Context: an optimization exercise on an open-source flow, tuned for small area. The choices shown serve that exercise and are no tape-out recipe. The RTL was checked by simulation tests, not by an equivalence proof against the original design. No activity file was given, so power comes from the tool's default toggle rates.

`flow/flow/run.sh`:
```
#!/bin/bash
# Standard layout, with the port buffers made from the smallest buffer cell and a clock tree
# built without dummy balancing loads.
export BUFFER_PORTS_ARGS="-buffer_cell sky130_fd_sc_hd__buf_1"
export CTS_ARGS="-sink_clustering_enable -repair_clock_nets -dont_use_dummy_load -buf_list sky130_fd_sc_hd__clkbuf_8 -sink_clustering_size 20 -sink_clustering_max_diameter 50"
bash standard.sh > standard.log 2>&1
```
`flow/standard.sh`:
```
#!/bin/bash
# synth_recipe.tcl (not shown) runs the flow's synth.tcl, then flattens the netlist and writes it again
# the make line also repeats each setting of config.mk as NAME=value (left out here)
make -C /OpenROAD-flow-scripts/flow DESIGN_CONFIG=/design/flow/config.mk WORK_HOME=/design/flow/orfs CLKGATE_MAP_FILE= SYNTH_SCRIPT=/design/flow/synth_recipe.tcl "${@:-finish}"
```
`flow/config.mk`:
```
export PLATFORM = sky130hd
export DESIGN_NAME = winograd_tile_buffer
export DESIGN_NICKNAME = winograd_tile_buffer
export VERILOG_FILES = /design/flow/design.v
export SDC_FILE = /design/flow/constraint.sdc
export NUM_CORES = 4
export LEC_CHECK = 0
export CAP_MARGIN = 20
export CORE_MARGIN = 2
export CORE_UTILIZATION = 60
export SLEW_MARGIN = 20
```
`flow/constraint.sdc`:
```
create_clock -name core_clock -period 4.0 [get_ports {clk}]
set_input_delay 0.8000 -clock core_clock [delete_from_list [all_inputs] [get_ports {clk}]]
set_output_delay 0.8000 -clock core_clock [all_outputs]
set_load 0.01 [all_outputs]
```
`flow/design.v`:
```
module winograd_tile_buffer #(
  parameter int unsigned INPUT_TILE_SIZE  = 4,
  parameter int unsigned INPUT_DATA_WIDTH = 8,
  parameter int unsigned CHANNELS         = 3,
  parameter int unsigned IMG_W            = 16,
  parameter int unsigned IMG_H            = 16
) (
  input  logic                                                    clk,
  input  logic                                                    reset,
  input  logic                                                    start,
  input  logic [CHANNELS*INPUT_DATA_WIDTH-1:0]                    s_data,
  input  logic                                                    s_valid,
  output logic                                                    s_ready,
  output logic [INPUT_TILE_SIZE*INPUT_TILE_SIZE*CHANNELS*INPUT_DATA_WIDTH-1:0] inpData,
  output logic                                                    o_valid,
  output logic [$clog2(IMG_H/2)-1:0]                              tile_row,
  output logic [$clog2(IMG_W/2)-1:0]                              tile_col,
  output logic                                                    frame_done,
  output logic                                                    busy
);
  localparam int unsigned TS  = INPUT_TILE_SIZE;
  localparam int unsigned W   = INPUT_DATA_WIDTH;
  localparam int unsigned PW  = CHANNELS * W;
  localparam int unsigned CW  = $clog2(IMG_W);
  localparam int unsigned RW  = $clog2(IMG_H);
  localparam int unsigned TRW = $clog2(IMG_H / 2);
  localparam int unsigned TCW = $clog2(IMG_W / 2);
  localparam int unsigned DEPTH = (TS - 1) * IMG_W + TS;
  logic            run_q;
  logic [CW-1:0]   col_q;
  logic [RW-1:0]   row_q;
  logic            accept;
  logic            last_px;
  logic            emit;
  logic [PW-1:0]   sr_q [DEPTH];
  assign s_ready = run_q;
  assign busy    = run_q;
  assign accept  = s_valid && run_q;
  assign last_px = (row_q == RW'(IMG_H - 1)) && (col_q == CW'(IMG_W - 1));
  assign emit    = accept && row_q[0] && (row_q[RW-1:1] != '0) && col_q[0] && (col_q[CW-1:1] != '0);
  always_ff @(posedge clk or negedge reset) begin
    if (!reset) begin
      run_q   <= 1'b0;
      col_q   <= '0;
      row_q   <= '0;
      o_valid <= 1'b0;
    end else begin
      run_q   <= run_q ? !(accept && last_px) : start;
      o_valid <= emit;
      if (accept) begin
        {row_q, col_q} <= {row_q, col_q} + 1'b1;
      end
    end
  end
  assign frame_done = o_valid && !run_q;
  assign tile_col = TCW'(col_q[CW-1:1]) - TCW'(2);
  assign tile_row = TRW'(row_q[RW-1:1]) - TRW'(1) - TRW'(col_q == '0);
  always_ff @(posedge clk) begin
    if (accept) begin
      sr_q[0] <= s_data;
      for (int d = 1; d < DEPTH; d++) begin
        sr_q[d] <= sr_q[d-1];
      end
    end
  end
  always_comb begin
    for (int c = 0; c < CHANNELS; c++) begin
      for (int i = 0; i < TS; i++) begin
        for (int j = 0; j < TS; j++) begin
          inpData[((c*TS*TS + (TS-1-i)*TS + (TS-1-j))*W) +: W] =
            sr_q[(TS-1-i)*IMG_W + (TS-1-j)][c*W +: W];
        end
      end
    end
  end
endmodule
```
==> results of run 1 <==
area by class of cell:
| cell class | instances | area, um2 |
|---|---|---|
| repair buffers | 439 | 1870 |
| diodes | 1 | 2.50 |
| fillers | 4002 | 20600 |
| well taps | 846 | 1060 |
| flip-flops and latches | 1258 | 37700 |
| multi-input cells | 33 | 262 |
| inverters | 10 | 41.3 |
| clock buffers | 93 | 1280 |
synthesized netlist by cell type:
master / number / area [um2]
edfxtp_1: 1248 / 37500
xnor2_1: 5 / 43.8
nor2_1: 1 / 3.75
o22a_1: 1 / 8.76
nor3_1: 4 / 20.0
xor2_1: 3 / 26.3
nor4_1: 1 / 6.26
buf_4: 2 / 15.0
o21ai_0: 1 / 5.00
nor4_2: 1 / 12.5
and2b_2: 1 / 8.76
nand3_1: 3 / 15.0
ha_1: 6 / 75.1
nand4_1: 2 / 12.5
nand3_2: 1 / 10.0
nand2_1: 3 / 11.3
inv_1: 10 / 37.5
dfrtp_1: 10 / 250
path summary, 6_finish.rpt:
path	start	to	slack, ps	cells past startpoint
worst max-delay path	col_q[2]$_DFFE_PN0N_	tile_row[2]	1040	8
worst min-delay path	reset	row_q[0]$_DFFE_PN0N_	80	1
worst max register to register	run_q$_DFF_PN0_	sr_q[5][17]$_DFFE_PN_	1770	4
worst min register to register	sr_q[37][3]$_DFFE_PN_	sr_q[38][3]$_DFFE_PN_	380	0
max in group asynchronous	reset	row_q[1]$_DFFE_PN0N_	3540	1
min in group core_clock	s_data[9]	sr_q[0][9]$_DFFE_PN_	260	1
flip-flops by register name (all words and copies together), names as in the netlist:
name	count
sr_q	1248
row_q	4
o_valid	1
col_q	4
run_q	1
power breakdown:
group          internal [W]  total, W  switching [W]  leakage (nW)
clock network       0.00208   0.00553        0.00345         0.669
logic              0.000171  0.000670       0.000499         0.798
registers            0.0153    0.0156       0.000284          12.2
total                0.0176    0.0218        0.00423          13.7
stage by stage:
stage | hold slack [ps] | total power [W] | utilization (%) | setup WS [ps] | cells
detailed placement | 405 | 0.0166 | 65.2 | 1270 | 2586
CTS | 41.4 | 0.0221 | 67.2 | 957 | 2679
global route | 82.4 | 0.0227 | 67.2 | 857 | 2680
finish | 84.4 | 0.0218 | 67.2 | 1040 | 2680
floorplan | 400 | 0.0166 | - | -16090 | 1303
global placement | 400 | 0.0165 | 65.2 | 1300 | 2586
cell usage in the layout, fill, tap and decap left out, types with 2 or more instances in the layout:
cell / Yosys / final
edfxtp_1: 1248 / 1248
nor3_1: 4 / 4
buf_12: 0 / 12
xor2_1: 3 / 3
buf_4: 2 / 6
dfrtp_1: 10 / 10
nand3_1: 3 / 3
ha_1: 6 / 6
buf_1: 0 / 421
inv_1: 10 / 9
clkbuf_8: 0 / 93
nand4_1: 2 / 2
xnor2_1: 5 / 5
nand2_1: 3 / 2
cells by family (layout without fill, tap and decap cells):
group	count (synthesis)	after routing	synth area share (%)
flops	1258	1258	99.2
simple gates	17	17	0.263
buf+inv	12	542	0.138
xor+xnor	8	8	0.184
fa+ha+maj	6	6	0.197
compound gates	2	2	0.0362
other cells	0	1	0
worst max-delay path, delay by kind of cell, from the launching register on:
kind | cells | cell delay (ps)
xor+xnor | 1 | 150
fa+ha+maj | 3 | 520
buf+inv | 3 | 310
flops | 1 | 450
simple gates | 1 | 70
routing by layer:
layer  vias to the layer above  wire length [um]
li1                       6248                 -
met1                      6909             22100
met2                       353             21000
met3                        73              2990
met4                         0              1170
met5                         -                 0
==> run notes, run 1 <==
status=complete, no violations; Worst path most repeated cell=ha_1; Slew @ Worst Pin=between 600 and 700 ps; Final HPWL DP=roughly 27000 um; Wirelength per Cell=17.7 um; PwrDens=between 500 and 600 nW/um2; largest net degree at the start of global routing=134; skew final=between 50 and 60 ps; synth-to-layout area growth=11.0%; distinct cell type count after synthesis=18; first-pass GRT wire length=between 70000 and 80000 um; CTS sink cnt=about 1300; CTS Buffer Depth=3; root buf cell=clkbuf_8; DRC Markers=0; gr ovfl total=0; post-layout min period=between 2000 and 3000 ps; DP Area=about 41000 um2; port bufs=around 420; initial DRC count=roughly 1200; Die Span Y=~260 um; Worst Setup Path Type=reg -> out; met2 Usage GRT=20.0%; gr usage total=between 10 and 15%; GP Congestion=between 0.7 and 0.8; DRT antenna net count=0; Core Area=about 63000 um2; # Post-CTS Setup Buffers=0; Post-Syn Area=between 30000 and 40000 um2; post-CTS sizing=0; clock transition at the registers of the reported paths=~110 ps; Seq/Total Area, Yosys=99.2%; MaxCap Viol Count=0; Final Setup Violations=0; Worst VDD drop=0.369 mV; Max Transition Viols Final=0; drt total wl=about 47000 um; synthesis warning total=2; final hold vios=0; Peak Freq=between 0.3 and 0.4 GHz; Top Usage Layer GRT=met1; synthesized netlist net count=1337; register bit total from synthesis=1258; drt via density=a little over 5; Largest stage delay, worst path=between 400 and 500 ps; crit-path cells=inv_1 > ha_1 > nand2_1 > ha_1 > inv_1 > ha_1 > xor2_1 > buf_1; cts hold-fix bufs=0; First-pass DRT Iterations=5; fin crit share=74.0%; CP Data Arrival Time=2160 ps; Std-Cell Rows=just over 90; CTS tree=built; H-tree Lvls=3; Critical Path Sink Type=output pin; met3 track demand over resource=under 10%; Post-Synthesis Cells=1303; critical path fanouts, max=5; share of cells above drive strength 1=6.33%; later-pin clock latency in the skew report=690 ps; Syn Area/Cell=between 20 and 30 um2; unrepaired setup endpoints after global routing=no; Initial Util=about three fifths; Max-slew headroom=between 50% and 60%; Setup TNS=0 ps; Worst Setup Start Kind=flip-flop; chip width=256 um; fin nets=between 1500 and 2000; GR Util met1=about 22%; CP required=3200 ps; CP max-delay cell=dfrtp_1; Hold Path Class=in -> async; post-route design area=between 40000 and 50000 um2; number of global-route vias before repair=about 13000; initial antenna violation count=1; CTS buffer count=between 90 and 100; Vias=approximately 14000; DIE AREA=~65000 um2; leakage power=approximately 14 nW; Ports=between 400 and 500
==> run 2: changes to the inputs <==
--- a/flow/design.v
+++ b/flow/design.v
@@ -21,40 +21,47 @@
   localparam int unsigned TS  = INPUT_TILE_SIZE;
   localparam int unsigned W   = INPUT_DATA_WIDTH;
   localparam int unsigned PW  = CHANNELS * W;
-  localparam int unsigned CW  = $clog2(IMG_W);
-  localparam int unsigned RW  = $clog2(IMG_H);
   localparam int unsigned TRW = $clog2(IMG_H / 2);
   localparam int unsigned TCW = $clog2(IMG_W / 2);
   localparam int unsigned DEPTH = (TS - 1) * IMG_W + TS;
   logic            run_q;
-  logic [CW-1:0]   col_q;
-  logic [RW-1:0]   row_q;
+  logic            col_par_q;
+  logic [TCW-1:0]  col_hi_q;
+  logic            row_par_q;
+  logic [TRW-1:0]  row_hi_q;
   logic            accept;
+  logic            col_zero;
   logic            last_px;
   logic            emit;
   logic [PW-1:0]   sr_q [DEPTH];
-  assign s_ready = run_q;
-  assign busy    = run_q;
-  assign accept  = s_valid && run_q;
-  assign last_px = (row_q == RW'(IMG_H - 1)) && (col_q == CW'(IMG_W - 1));
-  assign emit    = accept && row_q[0] && (row_q[RW-1:1] != '0) && col_q[0] && (col_q[CW-1:1] != '0);
+  assign s_ready  = run_q;
+  assign busy     = run_q;
+  assign accept   = s_valid && run_q;
+  assign col_zero = !col_par_q && (col_hi_q == TCW'(6));
+  assign last_px  = row_par_q && (row_hi_q == TRW'(6)) && col_par_q && (col_hi_q == TCW'(5));
+  assign emit     = accept && row_par_q && (row_hi_q != TRW'(7)) && col_par_q && (col_hi_q != TCW'(6));
   always_ff @(posedge clk or negedge reset) begin
     if (!reset) begin
-      run_q   <= 1'b0;
-      col_q   <= '0;
-      row_q   <= '0;
-      o_valid <= 1'b0;
+      run_q     <= 1'b0;
+      col_par_q <= 1'b0;
+      col_hi_q  <= TCW'(6);
+      row_par_q <= 1'b1;
+      row_hi_q  <= TRW'(6);
+      o_valid   <= 1'b0;
     end else begin
       run_q   <= run_q ? !(accept && last_px) : start;
       o_valid <= emit;
       if (accept) begin
-        {row_q, col_q} <= {row_q, col_q} + 1'b1;
+        {col_hi_q, col_par_q} <= {col_hi_q, col_par_q} + 1'b1;
+        if (col_zero) begin
+          {row_hi_q, row_par_q} <= {row_hi_q, row_par_q} + 1'b1;
+        end
       end
     end
   end
   assign frame_done = o_valid && !run_q;
-  assign tile_col = TCW'(col_q[CW-1:1]) - TCW'(2);
-  assign tile_row = TRW'(row_q[RW-1:1]) - TRW'(1) - TRW'(col_q == '0);
+  assign tile_col = col_hi_q;
+  assign tile_row = row_hi_q;
   always_ff @(posedge clk) begin
     if (accept) begin
       sr_q[0] <= s_data;
--- a/flow/config.mk
+++ b/flow/config.mk
@@ -5,7 +5,7 @@
 export SDC_FILE = /design/flow/constraint.sdc
 export NUM_CORES = 4
 export LEC_CHECK = 0
-export CAP_MARGIN = 20
+export CAP_MARGIN = 5
 export CORE_MARGIN = 2
 export CORE_UTILIZATION = 60
-export SLEW_MARGIN = 20
+export SLEW_MARGIN = 5
==> run notes, run 2 <==
Worst Setup Path Type=reg -> out; First-pass DRT Iterations=4; Simple-Gate Fraction of Synth Area=less than 1%; synth-to-layout area growth=11.3%; synthesized netlist net count=about 1300; Setup TNS=0 ps; top cell type's share of synthesized area=~100%; cell family with most CP delay=flip-flops; GP Congestion=0.770; Synth Area in XOR/XNOR=less than 1%; Largest stage delay, worst path=610 ps; register bit total from synthesis=about 1300; CP Data Arrival Time=roughly 1400 ps; Hold Path Class=in -> async; crit-path cells=buf_1; distinct cell type count after synthesis=21; Post-synth top cells=edfxtp_1 (1248), dfrtp_1 (5), dfstp_2 (5); largest family of logic cells by synthesized area=simple AND/OR/NAND/NOR gates; Worst VDD drop=about 0.32 mV; multiplexer share of the synthesized area=less than 1%; chip width=~260 um; CP max-delay cell=dfstp_2; number of global-route vias before repair=roughly 13000; DIE AREA=between 60000 and 70000 um2; CP Buf/Inv Count=1; drt via density=between 5 and 6; CTS buffer count=99; post-CTS sizing=0; Wirelength per Cell=18.0 um; Syn Area/Cell=~29 um2; post-layout min period=~2200 ps; Initial Util=roughly three fifths; Post-Synthesis Cells=1288; gr usage total=about 14%; critical path fanouts, max=5; DRC Markers=0; PwrDens=between 500 and 600 nW/um2; Slew @ Worst Pin=843 ps; skew final=80.9 ps; later-pin clock latency in the skew report=around 710 ps; commonest non-fill, non-tap cells in the layout=edfxtp_1 (1248), buf_1 (421), clkbuf_8 (99), buf_4 (14), buf_12 (9); Main synth FF type=edfxtp_1; fin nets=around 1900; CTS sink cnt=1258; drt total wl=around 48000 um; hold slack=approximately 76 ps; biggest registers after layout=sr_q: 1248 flops, col_hi_q: 3 flops, row_hi_q: 3 flops; DRT antenna net count=0; MaxCap Viol Count=0; Post-synth EDFFs=between 1000 and 1500; synthesis warning total=2; Largest register FFs=roughly 1200; Worst setup startpoint=col_hi_q[1]$_DFFE_PN1N_; cts hold-fix bufs=0; largest net degree at the start of global routing=between 100 and 150; R2R Path Start=run_q$_DFF_PN0_; Post-Syn Area=roughly 38000 um2; most common cell after layout, fill and taps aside=edfxtp_1; port bufs=between 400 and 500; CTS Buffer Depth=3; gr ovfl total=0; Final Setup Violations=0; fin crit share=between 50% and 60%; initial antenna violation count=2; Core Area=between 60000 and 70000 um2; asr flop ratio synth=0.795%; Post-Synth Adder-Cell Area=0.0659%; post-synth top area cell=edfxtp_1; most common cell in the synthesized netlist=edfxtp_1; Critical Path Sink Type=output pin; Max Transition Viols Final=0; leakage power=roughly 14 nW; Final HPWL DP=~27000 um; Std-Cell Rows=92; Vias=about 14000; clock transition at the registers of the reported paths=approximately 100 ps; Die Span Y=~260 um; Seq/Total Area, Yosys=99.4%; Synth Area in Compound Gates=0%; Ports=roughly 420; # Post-CTS Setup Buffers=0; Max-slew headroom=43.8%; root buf cell=clkbuf_8; post-layout util=between 60% and 70%; final hold vios=0; Peak Freq=0.448 GHz; CTS tree=built; status=complete, no violations; initial DRC count=1118; first-pass GRT wire length=between 70000 and 80000 um; share of cells above drive strength 1=between 7 and 8%; Worst Setup Start Kind=flip-flop; largest register by flop count=sr_q; H-tree Lvls=3; CP required=3200 ps; unrepaired setup endpoints after global routing=no; largest cells by area after synthesis=edfxtp_1 (99%), dfstp_2 (0.35%), dfrtp_1 (0.33%)
run 2: per-stage QoR:
stage          instances  total power, W  cell area [um2]  setup slack (ps)
6_report            2677          0.0219            42300              1770
5_1_grt             2677          0.0228            42300              1660
4_1_cts             2676          0.0223            42300              1680
3_5_place_dp        2577          0.0165            40900              1290
3_3_place_gp        2577          0.0165            40900              1320
2_1_floorplan       1288          0.0166            38000            -16120
run 2: layout make-up:
cell class / count / area, um2
fill: 3981 / 20600
tap: 846 / 1060
clock buffer: 99 / 1360
antenna: 1 / 2.50
inverter: 2 / 11.3
multi-input combinational: 27 / 231
timing repair buffer: 444 / 1870
sequential: 1258 / 37700
run 2: worst paths after layout:
check	to	slack (ps)	cells after the start
max reg2reg	sr_q[43][13]$_DFFE_PN_	1850	4
min	col_hi_q[0]$_DFFE_PN0N_	80	1
max in group asynchronous	row_hi_q[1]$_DFFE_PN1P_	3530	1
min reg2reg	sr_q[13][12]$_DFFE_PN_	360	0
min in group core_clock	sr_q[0][11]$_DFFE_PN_	250	1
max	tile_col[1]	1770	1
run 2: kinds of logic after synthesis:
logic type / after synthesis
xor+xnor: 6
simple gates: 17
buf+inv: 3
flops: 1258
fa+ha+maj: 2
mux: 2
run 2: where the power goes:
group | total, W | internal, W | switching [W] | leakage [nW]
clock | 0.00573 | 0.00221 | 0.00352 | 0.712
sequential | 0.0156 | 0.0153 | 0.000298 | 12.2
combinational | 0.000600 | 0.000153 | 0.000447 | 0.748
total | 0.0219 | 0.0177 | 0.00426 | 13.6
run 2: layer usage:
layer | global-route usage (%) | wire (um) | vias to the layer above
met1 | 21.1 | 21700 | 6906
met5 | 0 | 0 | -
met2 | 21.0 | 22000 | 404
li1 | - | - | 6233
met4 | 5.47 | 1450 | 0
met3 | 4.03 | 2920 | 104
==> run 3: changes to the inputs <==
--- a/flow/config.mk
+++ b/flow/config.mk
@@ -5,7 +5,7 @@
 export SDC_FILE = /design/flow/constraint.sdc
 export NUM_CORES = 4
 export LEC_CHECK = 0
-export CAP_MARGIN = 5
+export CAP_MARGIN = 20
 export CORE_MARGIN = 2
 export CORE_UTILIZATION = 60
-export SLEW_MARGIN = 5
+export SLEW_MARGIN = 20
==> run notes, run 3 <==
DRT antenna net count=0; post-CTS sizing=0; share of cells above drive strength 1=approximately 7.3%; status=complete, no violations; First-pass DRT Iterations=4; Largest register FFs=~1200; CP max-delay cell=dfstp_2; fin nets=between 1500 and 2000; # Post-CTS Setup Buffers=0; CTS tree=built; crit-path cells=buf_1; Worst Setup Start Kind=flip-flop; synthesis warning total=2; CP Data Arrival Time=between 1000 and 1500 ps; most common cell in the synthesized netlist=edfxtp_1; DIE AREA=approximately 65000 um2; post-synth top area cell=edfxtp_1; CP Buf/Inv Count=1; Largest stage delay, worst path=roughly 600 ps; Die Span Y=between 200 and 300 um; Final Setup Violations=0; DRC Markers=0; Worst setup startpoint=col_hi_q[1]$_DFFE_PN1N_; Post-Synthesis Cells=between 1000 and 1500; Worst VDD drop=~0.32 mV; DR WL met2=between 20000 and 25000 um; top cell type's share of synthesized area=98.7%; Hold Path Class=in -> async; largest cells by area after synthesis=edfxtp_1 (99%), dfstp_2 (0.35%), dfrtp_1 (0.33%); synth-to-layout area growth=11.3%; skew final=80.9 ps; register bit total from synthesis=~1300; fin crit share=a little under three fifths; critical path fanouts, max=5; PwrDens=about 520 nW/um2; largest net degree at the start of global routing=between 100 and 150; Main synth FF type=edfxtp_1; post-layout min period=2230 ps; Seq/Total Area, Yosys=between 90 and 100%; Slew @ Worst Pin=between 800 and 900 ps; Std-Cell Rows=92; root buf cell=clkbuf_8; Worst Setup Path Type=reg -> out; highest routed layer=met4; Syn Area/Cell=29.5 um2; later-pin clock latency in the skew report=just over 700 ps; port bufs=around 420; unrepaired setup endpoints after global routing=no; gr ovfl total=0; synthesized netlist net count=between 1000 and 1500; biggest registers after layout=sr_q: 1248 flops, col_hi_q: 3 flops, row_hi_q: 3 flops; hold slack=75.7 ps; clock transition at the registers of the reported paths=~100 ps; Max-slew headroom=a little over two fifths; WL met3=around 2900 um; leakage power=between 10 and 15 nW; Ports=422; initial antenna violation count=2; chip width=~260 um; largest register by flop count=sr_q; first-pass GRT wire length=between 70000 and 80000 um; Post-Syn Area=38000 um2; final hold vios=0; Peak Freq=about 0.45 GHz; # placed instances=approximately 2600; GP Congestion=between 0.7 and 0.8; Post-synth top cells=edfxtp_1 (1248), dfrtp_1 (5), dfstp_2 (5); Initial Util=roughly three fifths; Vias=around 14000; Worst Reg2Reg Path Length in Cells=4; CP required=between 3000 and 4000 ps; cell family with most CP delay=flip-flops; number of global-route vias before repair=around 13000; Core Area=around 63000 um2; CTS buffer count=99; Final HPWL DP=~27000 um; H-tree Lvls=3; CTS sink cnt=roughly 1300; R2R Path Start=run_q$_DFF_PN0_; Max Transition Viols Final=0; commonest non-fill, non-tap cells in the layout=edfxtp_1 (1248), buf_1 (421), clkbuf_8 (99), buf_4 (14), buf_12 (9); Post-synth EDFFs=1248; register area=approximately 38000 um2; Wirelength per Cell=approximately 18 um; Non-Filler Instances=2677; Critical Path Sink Type=output pin; DRT met1 WL=21700 um; distinct cell type count after synthesis=21; initial DRC count=1118; cts hold-fix bufs=0; gr usage total=14.3%; most common cell after layout, fill and taps aside=edfxtp_1; CTS Buffer Depth=3; multi-input logic area=about 230 um2; stages on the worst setup path=1; MaxCap Viol Count=0; Setup TNS=0 ps; Layout fillers=between 3000 and 4000; asr flop ratio synth=less than 1%; drt total wl=between 40000 and 50000 um; drt via density=5.10
[run 3: layout make-up]
cell class                      count  share of cell area (%)
Clock buffer                       99                    3.22
Antenna cell                        1                 0.00592
Tap cell                          846                    2.50
Multi-Input combinational cell     27                   0.548
Timing Repair Buffer              444                    4.41
Inverter                            2                  0.0266
Sequential cell                  1258                    89.3
[run 3: cell families after synthesis]
family / count (synthesis) / share of synthesized area [%]
adder cells (fa/ha/maj): 2 / 0.0659
multiplexers: 2 / 0.0593
AND/OR/NAND/NOR: 17 / 0.333
flip-flops: 1258 / 99.4
buffers and inverters: 3 / 0.0396
XOR/XNOR: 6 / 0.138
[run 3: report_power, final]
group / switching, W / internal, W
clock: 0.00352 / 0.00221
combinational: 0.000447 / 0.000153
sequential: 0.000298 / 0.0153
[run 3: final timing paths]
| kind | end | slack, ps |
|---|---|---|
| min in group core_clock | sr_q[0][11]$_DFFE_PN_ | 250 |
| worst max-delay path | tile_col[1] | 1770 |
| worst min-delay path | col_hi_q[0]$_DFFE_PN0N_ | 80 |
| worst min register to register | sr_q[13][12]$_DFFE_PN_ | 360 |
| worst max register to register | sr_q[43][13]$_DFFE_PN_ | 1850 |
| max in group asynchronous | row_hi_q[1]$_DFFE_PN1P_ | 3530 |
[run 3: per-layer routing]
layer / up-vias / track usage [%]
met5: - / 0
met4: 0 / 5.47
met3: 104 / 4.03
met2: 404 / 21.0
met1: 6906 / 21.1
li1: 6233 / -
[run 3: worst reg2reg max path, delay by kind of cell (launching register included)]
| kind | cells | cell delay, ps |
|---|---|---|
| buf+inv | 3 | 1170 |
| simple gates | 1 | 120 |
| flops | 1 | 460 |
[run 3: metrics by stage]
| step | worst slack (ps) | power [W] | area (um2) | utilization [%] |
|---|---|---|---|---|
| floorplan | -16120 | 0.0166 | 38000 | - |
| global placement | 1320 | 0.0165 | 40900 | 65.1 |
| detailed placement | 1290 | 0.0165 | 40900 | 65.1 |
| CTS | 1680 | 0.0223 | 42300 | 67.2 |
| global route | 1660 | 0.0228 | 42300 | 67.2 |
| finish | 1770 | 0.0219 | 42300 | 67.2 |
==> run 4: changes to the inputs <==
==> flow/flow/run.sh (replaced) <==
#!/bin/bash
# Standard layout, with the port buffers made from the smallest buffer cell and a clock tree
# built without dummy balancing loads.
export BUFFER_PORTS_ARGS="-buffer_cell sky130_fd_sc_hd__buf_1"
export CTS_ARGS="-sink_clustering_enable -repair_clock_nets -dont_use_dummy_load -buf_list sky130_fd_sc_hd__clkbuf_8 -sink_clustering_size 18 -sink_clustering_max_diameter 100"
bash standard.sh > standard.log 2>&1
==> run notes, run 4 <==
status=complete, no violations; cts hold-fix bufs=0; DRC Markers=0; Worst Setup Path Type=reg -> out; First-pass DRT Iterations=4; crit-path cells=buf_1; CTS sink cnt=around 1300; gr ovfl total=0; Post-synth EDFFs=1248; clock share of power=between 20% and 30%; post-synth top area cell=edfxtp_1; met3 track demand over resource=a little under 4%; Layout fillers=between 4000 and 5000; critical path fanouts, max=5; Final Setup Violations=0; Vias=approximately 14000; Gate power share=about 2.8%; CTS Buffer Depth=3; port bufs=roughly 420; root buf cell=clkbuf_8; later-pin clock latency in the skew report=670 ps; commonest non-fill, non-tap cells in the layout=edfxtp_1 (1248), buf_1 (421), clkbuf_8 (79), buf_4 (14), buf_12 (9); synth-to-layout area growth=10.6%; Syn Area/Cell=just under 30 um2; DIE AREA=approximately 65000 um2; multi-input logic area=between 200 and 250 um2; unrepaired setup endpoints after global routing=no; Main synth FF type=edfxtp_1; chip width=256 um; P_int=roughly 0.017 W; Post-synth top cells=edfxtp_1 (1248), dfrtp_1 (5), dfstp_2 (5); initial DRC count=about 1200; CP Buf/Inv Count=1; met2 Usage GRT=21.0%; number of global-route vias before repair=13000; # placed instances=2577; synthesis warning total=2; initial antenna violation count=2; H-tree Lvls=3; Largest register FFs=roughly 1200; gr usage total=between 10% and 20%; Post-Syn Area=about 38000 um2; most common cell after layout, fill and taps aside=edfxtp_1; clock transition at the registers of the reported paths=~110 ps; PwrDens=roughly 500 nW/um2; post-layout min period=around 2200 ps; Setup TNS=0 ps; distinct cell type count after synthesis=21; Final HPWL DP=26800 um; first-pass GRT wire length=between 70000 and 80000 um; Wirelength per Cell=roughly 18 um; drt total wl=48100 um; Largest stage delay, worst path=610 ps; CP max-delay cell=dfstp_2; largest register by flop count=sr_q; Top Usage Layer GRT=met1; largest cells by area after synthesis=edfxtp_1 (99%), dfstp_2 (0.35%), dfrtp_1 (0.33%); skew final=29.4 ps; drt via density=just over 5; Die Span Y=256 um; Std-Cell Rows=92; Worst VDD drop=between 0.3 and 0.4 mV; CTS tree=built; synthesized netlist net count=1318; Core Area=approximately 63000 um2; final hold vios=0; CP Data Arrival Time=about 1400 ps; leakage power=around 13 nW; MaxCap Viol Count=0; Post-Synthesis Cells=between 1000 and 1500; P_sw=0.00416 W; GR Util met1=around a fifth; share of cells above drive strength 1=6.30%; Max-slew headroom=between 40% and 50%; Slew @ Worst Pin=between 800 and 900 ps; register area=37700 um2; DRT antenna net count=0; largest net degree at the start of global routing=141; biggest registers after layout=sr_q: 1248 flops, col_hi_q: 3 flops, row_hi_q: 3 flops; top cell type's share of synthesized area=98.7%; # Post-CTS Setup Buffers=0; register bit total from synthesis=between 1000 and 1500; Critical Path Sink Type=output pin; Hold Path Class=in -> async; share of power burned in registers=around 73%; asr flop ratio synth=less than 1%; Net Sw Frac=between 10% and 20%; most common cell in the synthesized netlist=edfxtp_1; post-CTS sizing=0; Ports=between 400 and 500; Initial Util=just over 60%; Max Transition Viols Final=0; cell family with most CP delay=flip-flops; Non-Filler Instances=~2700; fin nets=1842; CP required=between 3000 and 4000 ps; Seq/Total Area, Yosys=99.4%; CTS buffer count=between 70 and 80; fin crit share=55.5%; Worst Setup Start Kind=flip-flop; Peak Freq=0.451 GHz; GP Congestion=between 0.7 and 0.8
run 4: cell types whose count changed in the layout (fill, tap and decap cells not counted):
cell      delta
clkbuf_8    -20
run 4: final timing paths:
kind / startpoint / end / slack [ps] / cells after the start
worst min register to register: sr_q[38][11]$_DFFE_PN_ / sr_q[39][11]$_DFFE_PN_ / 400 / 0
max in group asynchronous: reset / row_par_q$_DFFE_PN1P_ / 3550 / 1
worst max register to register: run_q$_DFF_PN0_ / sr_q[45][15]$_DFFE_PN_ / 1840 / 4
worst min-delay path: reset / run_q$_DFF_PN0_ / 80 / 1
worst max-delay path: col_hi_q[1]$_DFFE_PN1N_ / tile_col[1] / 1780 / 1
min in group core_clock: s_data[0] / sr_q[0][0]$_DFFE_PN_ / 290 / 1
run 4: per-stage QoR:
| step | hold WS, ps | cell area [um2] | setup slack, ps | total power, W | util, % |
|---|---|---|---|---|---|
| final | 84.2 | 42000 | 1780 | 0.0214 | 66.8 |
| after global routing | 36.1 | 42000 | 1670 | 0.0223 | 66.8 |
| after CTS | 15.2 | 42000 | 1690 | 0.0218 | 66.8 |
| after detailed placement | 405 | 40900 | 1290 | 0.0165 | 65.1 |
| after global placement | 400 | 40900 | 1320 | 0.0165 | 65.1 |
| after floorplan | 400 | 38000 | -16120 | 0.0166 | - |
run 4: cells by family (layout without fill, tap and decap cells):
logic type               after synthesis  in the layout  share of synthesized area (%)
multiplexers                           2              2                         0.0593
flip-flops                          1258           1258                           99.4
AND/OR/NAND/NOR                       17             17                          0.333
buffers and inverters                  3            525                         0.0396
XOR/XNOR                               6              6                          0.138
adder cells (fa/ha/maj)                2              2                         0.0659
other                                  0              1                              0
run 4: final cells by class:
cell class | count | area share [%]
flip-flops and latches | 1258 | 89.9
repair buffers | 444 | 4.44
clock buffers | 79 | 2.59
well taps | 846 | 2.52
multi-input cells | 27 | 0.551
inverters | 2 | 0.0268
diodes | 1 | 0.00596
run 4: per-layer routing:
metal | wire length, um | vias up | share of wire (%)
met2 | 21700 | 368 | 45
met4 | 1440 | 0 | 3.0
met3 | 2820 | 100 | 5.9
met1 | 22100 | 6883 | 46
li1 | - | 6194 | -
met5 | 0 | - | 0
run 4: power by group through the flow:
stage / Combinational (W) / Clock, W / Sequential, W
finish: 0.000600 / 0.00520 / 0.0156
global route: 0.000664 / 0.00595 / 0.0157
CTS: 0.000616 / 0.00552 / 0.0156
detailed placement: 0.000618 / 0 / 0.0159
global placement: 0.000600 / 0 / 0.0159
floorplan: 0.000245 / 0 / 0.0164
==> run 5: changes to the inputs <==
==> flow/flow/run.sh (replaced) <==
#!/bin/bash
# Standard layout, with the port buffers made from the smallest buffer cell and a clock tree
# built without dummy balancing loads.
export BUFFER_PORTS_ARGS="-buffer_cell sky130_fd_sc_hd__buf_1"
export CTS_ARGS="-sink_clustering_enable -repair_clock_nets -dont_use_dummy_load -buf_list sky130_fd_sc_hd__clkbuf_8 -sink_clustering_size 20 -sink_clustering_max_diameter 100"
bash standard.sh > standard.log 2>&1
--- a/flow/config.mk
+++ b/flow/config.mk
@@ -8,4 +8,5 @@
 export CAP_MARGIN = 20
 export CORE_MARGIN = 2
 export CORE_UTILIZATION = 60
+export PLACE_DENSITY = 0.75
 export SLEW_MARGIN = 20
==> run notes, run 5 <==
CP Buf/Inv Count=1; top cell type's share of synthesized area=roughly 99%; unrepaired setup endpoints after global routing=no; post-route design area=42000 um2; Critical Path Sink Type=output pin; Worst Setup Start Kind=flip-flop; Initial Util=between 60% and 70%; fin crit share=between 50% and 60%; post-synth top area cell=edfxtp_1; post-layout min period=between 2000 and 2500 ps; Max-slew headroom=between 50% and 60%; CTS sink cnt=1258; commonest non-fill, non-tap cells in the layout=edfxtp_1 (1248), buf_1 (421), clkbuf_8 (73), buf_4 (17), buf_12 (11); CTS Buffer Depth=3; Setup TNS=0 ps; Final HPWL DP=between 20000 and 30000 um; synth-to-layout area growth=10.5%; PwrDens=just over 500 nW/um2; post-layout util=~67%; CTS tree=built; initial antenna violation count=1; Syn Area/Cell=approximately 30 um2; asr flop ratio synth=0.795%; fin nets=between 1500 and 2000; largest cells by area after synthesis=edfxtp_1 (99%), dfstp_2 (0.35%), dfrtp_1 (0.33%); clock transition at the registers of the reported paths=~120 ps; ANT cells=0; first-pass GRT wire length=a little over 70000 um; Post-Syn Area=38000 um2; Main synth FF type=edfxtp_1; GP Congestion=0.791; initial DRC count=1258; DP Area=about 41000 um2; most common cell in the synthesized netlist=edfxtp_1; Slew @ Worst Pin=roughly 700 ps; # Post-CTS Setup Buffers=0; most common cell after layout, fill and taps aside=edfxtp_1; drt via density=between 5 and 6; CTS buffer count=73; Seq/Total Area, Yosys=between 90 and 100%; Post-synth top cells=edfxtp_1 (1248), dfrtp_1 (5), dfstp_2 (5); Ports=422; gr ovfl total=0; biggest registers after layout=sr_q: 1248 flops, col_hi_q: 3 flops, row_hi_q: 3 flops; Max Transition Viols Final=0; CP required=roughly 3200 ps; MaxCap Viol Count=0; chip width=approximately 260 um; port bufs=between 400 and 500; synthesized netlist net count=about 1300; H-tree Lvls=3; later-pin clock latency in the skew report=~660 ps; First-pass DRT Iterations=5; Largest register FFs=between 1000 and 1500; drt total wl=between 40000 and 50000 um; DRT antenna net count=0; Peak Freq=0.443 GHz; largest register by flop count=sr_q; DIE AREA=65300 um2; Core Area=between 60000 and 70000 um2; Hold Path Class=in -> reg; CP Data Arrival Time=1460 ps; critical path fanouts, max=5; leakage power=between 10 and 15 nW; register bit total from synthesis=between 1000 and 1500; synthesis warning total=2; final hold vios=0; Vias=around 14000; Post-synth EDFFs=1248; Std-Cell Rows=slightly above 90; status=complete, no violations; root buf cell=clkbuf_8; skew final=roughly 55 ps; Worst Setup Path Type=reg -> out; Die Span Y=approximately 260 um; DRC Markers=0; Largest stage delay, worst path=~630 ps; Final Setup Violations=0; number of global-route vias before repair=around 13000; distinct cell type count after synthesis=21; Wirelength per Cell=~18 um; cell family with most CP delay=flip-flops; gr usage total=around 14%; CP max-delay cell=dfstp_2; share of cells above drive strength 1=6.24%; Worst VDD drop=~0.49 mV; largest net degree at the start of global routing=approximately 140; Post-Synthesis Cells=1288; crit-path cells=buf_1
## run 5: metrics by stage
stage | worst slack [ps] | hold slack (ps) | cells | total power, W
global placement | 1290 | 400 | 2582 | 0.0165
CTS | 1660 | 199 | 2656 | 0.0215
floorplan | -16120 | 400 | 1288 | 0.0166
finish | 1740 | 285 | 2656 | 0.0212
detailed placement | 1260 | 405 | 2582 | 0.0165
global route | 1630 | 209 | 2656 | 0.0220
## run 5: worst paths after layout
path                                            to                    start  cells past startpoint  slack (ps)
hold / removal                sr_q[0][3]$_DFFE_PN_                s_data[3]                      1         290
max in group asynchronous    row_par_q$_DFFE_PN1P_                    reset                      2        3030
min in group asynchronous          run_q$_DFF_PN0_                    reset                      2         610
setup reg to reg           col_hi_q[0]$_DFFE_PN0N_          run_q$_DFF_PN0_                      4        1810
setup / recovery                       tile_col[1]  col_hi_q[1]$_DFFE_PN1N_                      1        1740
hold reg to reg              sr_q[5][15]$_DFFE_PN_    sr_q[4][15]$_DFFE_PN_                      0         370
## run 5: final cells by class
class	count	area, um2
Tap cell	846	1060
Timing Repair Buffer	450	1940
Clock buffer	73	1000
Inverter	2	11.3
Multi-Input combinational cell	27	231
Sequential cell	1258	37700
Fill cell	3797	20900
## run 5: report_power, final
group / total [W] / internal, W / switching (W)
registers: 0.0156 / 0.0153 / 0.000307
logic: 0.000613 / 0.000161 / 0.000451
clock network: 0.00499 / 0.00166 / 0.00333
## run 5: per-layer routing
metal / track usage [%] / up-vias / wire, um
li1: - / 6198 / -
met1: 19.9 / 6896 / 20900
met2: 22.8 / 379 / 23300
met3: 3.43 / 76 / 2770
met4: 4.95 / 0 / 1040
met5: 0 / - / 0
## run 5: timing repair
item | in CTS | in global routing
endpoints found under the setup margin | 0 | 0
gates resized for setup | 0 | 0
hold buffers | 1 | 0
endpoints found under the hold margin | 5 | 0
## run 5: cells by family (layout without fill, tap and decap cells)
family,count (synthesis),after routing,synth area share [%]
AND/OR/NAND/NOR,17,17,0.333
XOR/XNOR,6,6,0.138
adder cells (fa/ha/maj),2,2,0.0659
multiplexers,2,2,0.0593
buffers and inverters,3,525,0.0396
flip-flops,1258,1258,99.4
==> run 6: changes to the inputs <==
--- a/flow/config.mk
+++ b/flow/config.mk
@@ -8,5 +8,5 @@
 export CAP_MARGIN = 20
 export CORE_MARGIN = 2
 export CORE_UTILIZATION = 60
-export PLACE_DENSITY = 0.75
+export GPL_TIMING_DRIVEN = 0
 export SLEW_MARGIN = 20
==> run notes, run 6 <==
Std-Cell Rows=a little over 90; Final Setup Violations=0; later-pin clock latency in the skew report=around 670 ps; register bit total from synthesis=1258; distinct cell type count after synthesis=21; Max-slew headroom=roughly two thirds; top cell type's share of synthesized area=98.7%; R2R Setup Slk=~340 ps; root buf cell=clkbuf_8; status=complete, no violations; Vias=between 10000 and 15000; Worst VDD drop=around 0.38 mV; met3 track demand over resource=3.58%; fin crit share=between 90% and 100%; initial DRC count=around 1100; synthesis warning total=2; CTS sink cnt=roughly 1300; Peak Freq=between 0.2 and 0.3 GHz; CTS tree=built; Post-Synthesis Cells=~1300; cts hold-fix bufs=0; Critical Path Sink Type=flip-flop; post-layout util=between 60% and 70%; chip width=256 um; number of global-route vias before repair=12900; DRT antenna net count=0; H-tree Lvls=3; Core Area=roughly 63000 um2; Worst Reg2Reg Path Length in Cells=13; met2 Usage GRT=a little over 20%; Post-Syn Area=about 38000 um2; final hold vios=0; Slew @ Worst Pin=527 ps; Ports=about 420; skew final=around 46 ps; Top Usage Layer GRT=met2; largest cells by area after synthesis=edfxtp_1 (99%), dfstp_2 (0.35%), dfrtp_1 (0.33%); MaxCap Viol Count=0; leakage power=13.7 nW; drt total wl=around 47000 um; RR Endpoint=sr_q[50][19]$_DFFE_PN_; critical path fanouts, max=37; Post-synth EDFFs=between 1000 and 1500; gr ovfl total=0; synth-to-layout area growth=11.9%; fin nets=1853; Die Span Y=256 um; Hold Path Class=in -> async; PwrDens=between 500 and 600 nW/um2; initial antenna violation count=1; clock transition at the registers of the reported paths=120 ps; DIE AREA=65300 um2; most common cell after layout, fill and taps aside=edfxtp_1; Syn Area/Cell=between 20 and 30 um2; Seq/Total Area, Yosys=about 100%; First-pass DRT Iterations=4; Post-synth top cells=edfxtp_1 (1248), dfrtp_1 (5), dfstp_2 (5); synthesized netlist net count=~1300; CTS Buffer Depth=3; Main synth FF type=edfxtp_1; largest register by flop count=sr_q; Largest register FFs=around 1200; Worst Setup Start Kind=flip-flop; GP Congestion=0.794; first-pass GRT wire length=roughly 71000 um; GR Util met1=just over 20%; largest net degree at the start of global routing=43; commonest non-fill, non-tap cells in the layout=edfxtp_1 (1248), buf_1 (421), clkbuf_8 (72), buf_12 (31), buf_16 (8); share of cells above drive strength 1=a little under 7%; CTS buffer count=72; Wirelength per Cell=~17 um; gr usage total=between 10 and 15%; unrepaired setup endpoints after global routing=no; post-layout min period=3660 ps; DRC Markers=0; Non-Filler Instances=2671; # placed instances=roughly 2600; biggest registers after layout=sr_q: 1248 flops, col_hi_q: 3 flops, row_hi_q: 3 flops; hold slack=approximately 80 ps; port bufs=about 420; asr flop ratio synth=less than 1%; Max Transition Viols Final=0; drt via density=approximately 5.0; R2R Path Start=run_q$_DFF_PN0_; CP required=~4400 ps; Final HPWL DP=around 28000 um; CP Data Arrival Time=roughly 4000 ps; Worst Setup Path Type=reg -> reg; post-synth top area cell=edfxtp_1; most common cell in the synthesized netlist=edfxtp_1; Initial Util=60.4%
## run 6: cell count changes in the layout (fill, tap and decap cells not counted), moves of 4 or more
cell / previous run / this run
buf_12: 11 / 31
buf_16: 0 / 8
buf_4: 17 / 1
diode_2: 0 / 4
## run 6: final cells by class
class / count / area (um2)
Inverter: 2 / 11.3
Buffer: 1 / 7.51
Tap cell: 846 / 1060
Clock buffer: 72 / 991
Fill cell: 4036 / 20400
Timing Repair Buffer: 461 / 2450
Multi-Input combinational cell: 27 / 231
Antenna cell: 4 / 10.0
Sequential cell: 1258 / 37700
## run 6: through the flow
| step | TNS, ps | power (W) | instance area [um2] | worst slack, ps |
|---|---|---|---|---|
| floorplan | - | 0.0166 | 38000 | -16120 |
| global route | 0 | 0.0221 | 42500 | 50.2 |
| global placement | - | 0.0170 | 40600 | -22320 |
| finish | 0 | 0.0213 | 42500 | 339 |
| CTS | 0 | 0.0216 | 42400 | 141 |
| detailed placement | -34930 | 0.0166 | 41400 | -351 |
## run 6: per-layer routing
| metal | vias to the layer above | part of all wire (%) |
|---|---|---|
| met4 | 0 | 2.6 |
| met1 | 6837 | 46 |
| li1 | 6230 | - |
| met3 | 79 | 6.0 |
| met5 | - | 0 |
| met2 | 342 | 45 |
## run 6: timing repair
action / in CTS / in global routing
setup buffers: 0 / 0
endpoints found under the setup margin: 0 / 66
gates resized for setup: 0 / 4
## run 6: how the worst max path moves through the flow
stage / endpoint / slack, ps / start
detailed placement: sr_q[51][18]$_DFFE_PN_ / -350 / s_valid
global placement: sr_q[50][18]$_DFFE_PN_ / -22320 / s_valid
CTS: sr_q[50][18]$_DFFE_PN_ / 140 / run_q$_DFF_PN0_
floorplan: sr_q[0][0]$_DFFE_PN_ / -16120 / s_valid
global route: sr_q[51][18]$_DFFE_PN_ / 50 / run_q$_DFF_PN0_
finish: sr_q[50][19]$_DFFE_PN_ / 340 / run_q$_DFF_PN0_
## run 6: worst max-delay path, stage by stage (launching register included)
cell and delay, ps:
dfrtp_2 450, nand2_4 100, clkinvlp_4 240, buf_12 210
buf_12 210, buf_16 200, buf_16 190, buf_12 210
buf_12 240, buf_12 250, buf_16 240, buf_16 240
buf_16 240, buf_12 230
## run 6: cells by family (layout without fill, tap and decap cells)
group | Yosys count | count (layout) | synth area share (%)
flops | 1258 | 1258 | 99.4
simple gates | 17 | 17 | 0.333
xor+xnor | 6 | 6 | 0.138
buf+inv | 3 | 536 | 0.0396
fa+ha+maj | 2 | 2 | 0.0659
mux | 2 | 2 | 0.0593
other cells | 0 | 4 | 0
## run 6: power by group
| part | internal [W] | switching, W | leakage, nW |
|---|---|---|---|
| Sequential | 0.0153 | 0.000289 | 12.2 |
| Clock | 0.00164 | 0.00335 | 0.518 |
| Combinational | 0.000213 | 0.000461 | 1.01 |
==> run 7: changes to the inputs <==
--- a/flow/config.mk
+++ b/flow/config.mk
@@ -8,5 +8,4 @@
 export CAP_MARGIN = 20
 export CORE_MARGIN = 2
 export CORE_UTILIZATION = 60
-export GPL_TIMING_DRIVEN = 0
 export SLEW_MARGIN = 20
==> run notes, run 7 <==
commonest non-fill, non-tap cells in the layout=edfxtp_1 (1248), buf_1 (421), clkbuf_8 (72), buf_4 (14), buf_12 (9); Peak Freq=0.443 GHz; critical path fanouts, max=5; synthesis warning total=2; final hold vios=0; post-CTS sizing=0; cts hold-fix bufs=0; Max-slew headroom=between 40% and 50%; H-tree Lvls=3; largest register by flop count=sr_q; initial DRC count=~1100; # Post-CTS Setup Buffers=0; Setup TNS=0 ps; Post-Syn Area=~38000 um2; drt total wl=about 48000 um; Critical Path Sink Type=output pin; fin nets=roughly 1800; CP Data Arrival Time=1460 ps; post-layout util=between 60% and 70%; clock transition at the registers of the reported paths=between 100 and 150 ps; Vias=between 10000 and 15000; initial antenna violation count=2; CTS tree=built; MaxCap Viol Count=0; largest net degree at the start of global routing=141; CTS Buffer Depth=3; Hold Path Class=in -> async; Post-synth top cells=edfxtp_1 (1248), dfrtp_1 (5), dfstp_2 (5); Syn Area/Cell=29.5 um2; port bufs=between 400 and 500; Post-Synthesis Cells=~1300; Non-Filler Instances=approximately 2700; WL met3=between 2000 and 3000 um; Main synth FF type=edfxtp_1; DIE AREA=approximately 65000 um2; biggest registers after layout=sr_q: 1248 flops, col_hi_q: 3 flops, row_hi_q: 3 flops; Ports=about 420; Worst Setup Start Kind=flip-flop; share of cells above drive strength 1=5.93%; DRT met1 WL=around 21000 um; unrepaired setup endpoints after global routing=no; synth-to-layout area growth=10.3%; Worst Setup Path Type=reg -> out; CP max-delay cell=dfstp_2; chip width=approximately 260 um; Wirelength per Cell=18.0 um; gr ovfl total=0; Max Transition Viols Final=0; Final Setup Violations=0; Initial Util=60.4%; Seq/Total Area, Yosys=around 99%; later-pin clock latency in the skew report=around 670 ps; # placed instances=2577; first-pass GRT wire length=just over 70000 um; DRC Markers=0; skew final=~35 ps; top cell type's share of synthesized area=98.7%; PwrDens=just over 500 nW/um2; Slew @ Worst Pin=roughly 840 ps; Largest stage delay, worst path=just over 600 ps; CTS buffer count=between 70 and 80; First-pass DRT Iterations=6; most common cell in the synthesized netlist=edfxtp_1; Largest register FFs=between 1000 and 1500; largest cells by area after synthesis=edfxtp_1 (99%), dfstp_2 (0.35%), dfrtp_1 (0.33%); register bit total from synthesis=1258; crit-path cells=buf_1; drt via density=5.13; Std-Cell Rows=~90; leakage power=13.4 nW; final worst slack=between 1500 and 2000 ps; Core Area=roughly 63000 um2; root buf cell=clkbuf_8; highest routed layer=met4; DR WL met2=about 22000 um; CP Buf/Inv Count=1; pre-CTS setup slack=roughly 1300 ps; number of global-route vias before repair=12900; Die Span Y=roughly 260 um; cell family with most CP delay=flip-flops; Worst VDD drop=approximately 0.35 mV; Tot Pwr=between 0.02 and 0.025 W; post-layout min period=roughly 2300 ps; distinct cell type count after synthesis=21; asr flop ratio synth=less than 1%; GP Congestion=0.770; CTS sink cnt=~1300; status=complete, no violations; most common cell after layout, fill and taps aside=edfxtp_1; post-synth top area cell=edfxtp_1; Final HPWL DP=~27000 um; DRT antenna net count=0; fin crit share=a little under three fifths; gr usage total=between 10% and 20%; Post-synth EDFFs=between 1000 and 1500; CP required=3200 ps; synthesized netlist net count=around 1300
==> run 7: cell families after synthesis <==
kind of cell,synth area share (%)
xor+xnor,0.138
mux,0.0593
simple gates,0.333
flops,99.4
buf+inv,0.0396
fa+ha+maj,0.0659
==> run 7: layout make-up <==
cell class | instances | area, um2
Inverter | 2 | 11.3
Fill cell | 4026 | 21000
Multi-Input combinational cell | 27 | 231
Antenna cell | 2 | 5.00
Clock buffer | 72 | 991
Tap cell | 846 | 1060
Timing Repair Buffer | 444 | 1870
Sequential cell | 1258 | 37700
==> run 7: path summary, 6_finish.rpt <==
| path | to | cells past startpoint | from | slack (ps) |
|---|---|---|---|---|
| worst max-delay path | tile_col[1] | 1 | col_hi_q[1]$_DFFE_PN1N_ | 1740 |
| worst min-delay path | col_hi_q[0]$_DFFE_PN0N_ | 1 | reset | 60 |
| worst max register to register | sr_q[50][20]$_DFFE_PN_ | 4 | run_q$_DFF_PN0_ | 1830 |
| worst min register to register | sr_q[24][8]$_DFFE_PN_ | 0 | sr_q[23][8]$_DFFE_PN_ | 410 |
| max in group asynchronous | row_hi_q[1]$_DFFE_PN1P_ | 1 | reset | 3550 |
| min in group core_clock | sr_q[0][0]$_DFFE_PN_ | 1 | s_data[0] | 290 |
==> run 7: worst register-to-register path, cell delays in order, from the launching register on <==
cell,delay [ps]
dfrtp_1,480
nand2_4,120
clkinvlp_4,350
buf_12,330
buf_12,460
==> run 7: metal layers <==
metal / global-route usage, % / vias up
met5: 0 / -
met4: 5.21 / 0
met3: 3.69 / 96
met2: 21.1 / 376
met1: 21.0 / 6939
li1: - / 6182
==> run 7: power by group <==
group | switching (W) | internal (W) | leakage (nW) | total (W)
Combinational | 0.000447 | 0.000153 | 0.748 | 0.000600
Clock | 0.00338 | 0.00164 | 0.518 | 0.00502
Sequential | 0.000298 | 0.0153 | 12.2 | 0.0156
==> run 7: through the flow <==
stage,hold WS [ps],instance area (um2)
after floorplan,400,38000
after global placement,400,40900
after detailed placement,405,40900
after CTS,7.23,41900
after global routing,22.3,41900
final,57.1,41900

[re-timing with driven ports]
No port has a modelled driver above. Below, the same layouts with a new extraction and two added sets of constraints.
Step 1: set_driving_cell puts a clkbuf_16 on clk and a buf_2 on each other input, an assumption about the parent block.
Step 2 also shifts input and output timing later by t, the mid clock arrival at the registers, as if the neighbouring blocks saw the same clock.
Slacks: ideal ports / drivers / drivers and shift; pairs: ideal ports / drivers.
run	t (ns)	slack for setup (ns)	latest minus earliest clock arrival (ns)	slew at the worst register clock pin (ns)
run 1	0.722	1.041 / 0.978 / 1.251	0.068 / 0.067	0.11 / 0.11
run 2	0.728	1.766 / 1.709 / 1.316	0.087 / 0.087	0.11 / 0.11
run 3	0.728	1.766 / 1.709 / 1.316	0.087 / 0.087	0.11 / 0.11
run 4	0.710	1.782 / 1.725 / 1.344	0.034 / 0.033	0.11 / 0.11
run 5	0.699	1.744 / 1.685 / 1.341	0.073 / 0.072	0.12 / 0.12
run 6	0.712	0.339 / 0.339 / -0.196	0.049 / 0.049	0.12 / 0.12
run 7	0.714	1.743 / 1.684 / 1.325	0.042 / 0.043	0.12 / 0.12
Met with ideal ports but missed after step 2: setup timing in run 6. The setup slack of run 6, which loses most, moves by 0.000 ns with the drivers and by -0.535 ns with both steps.
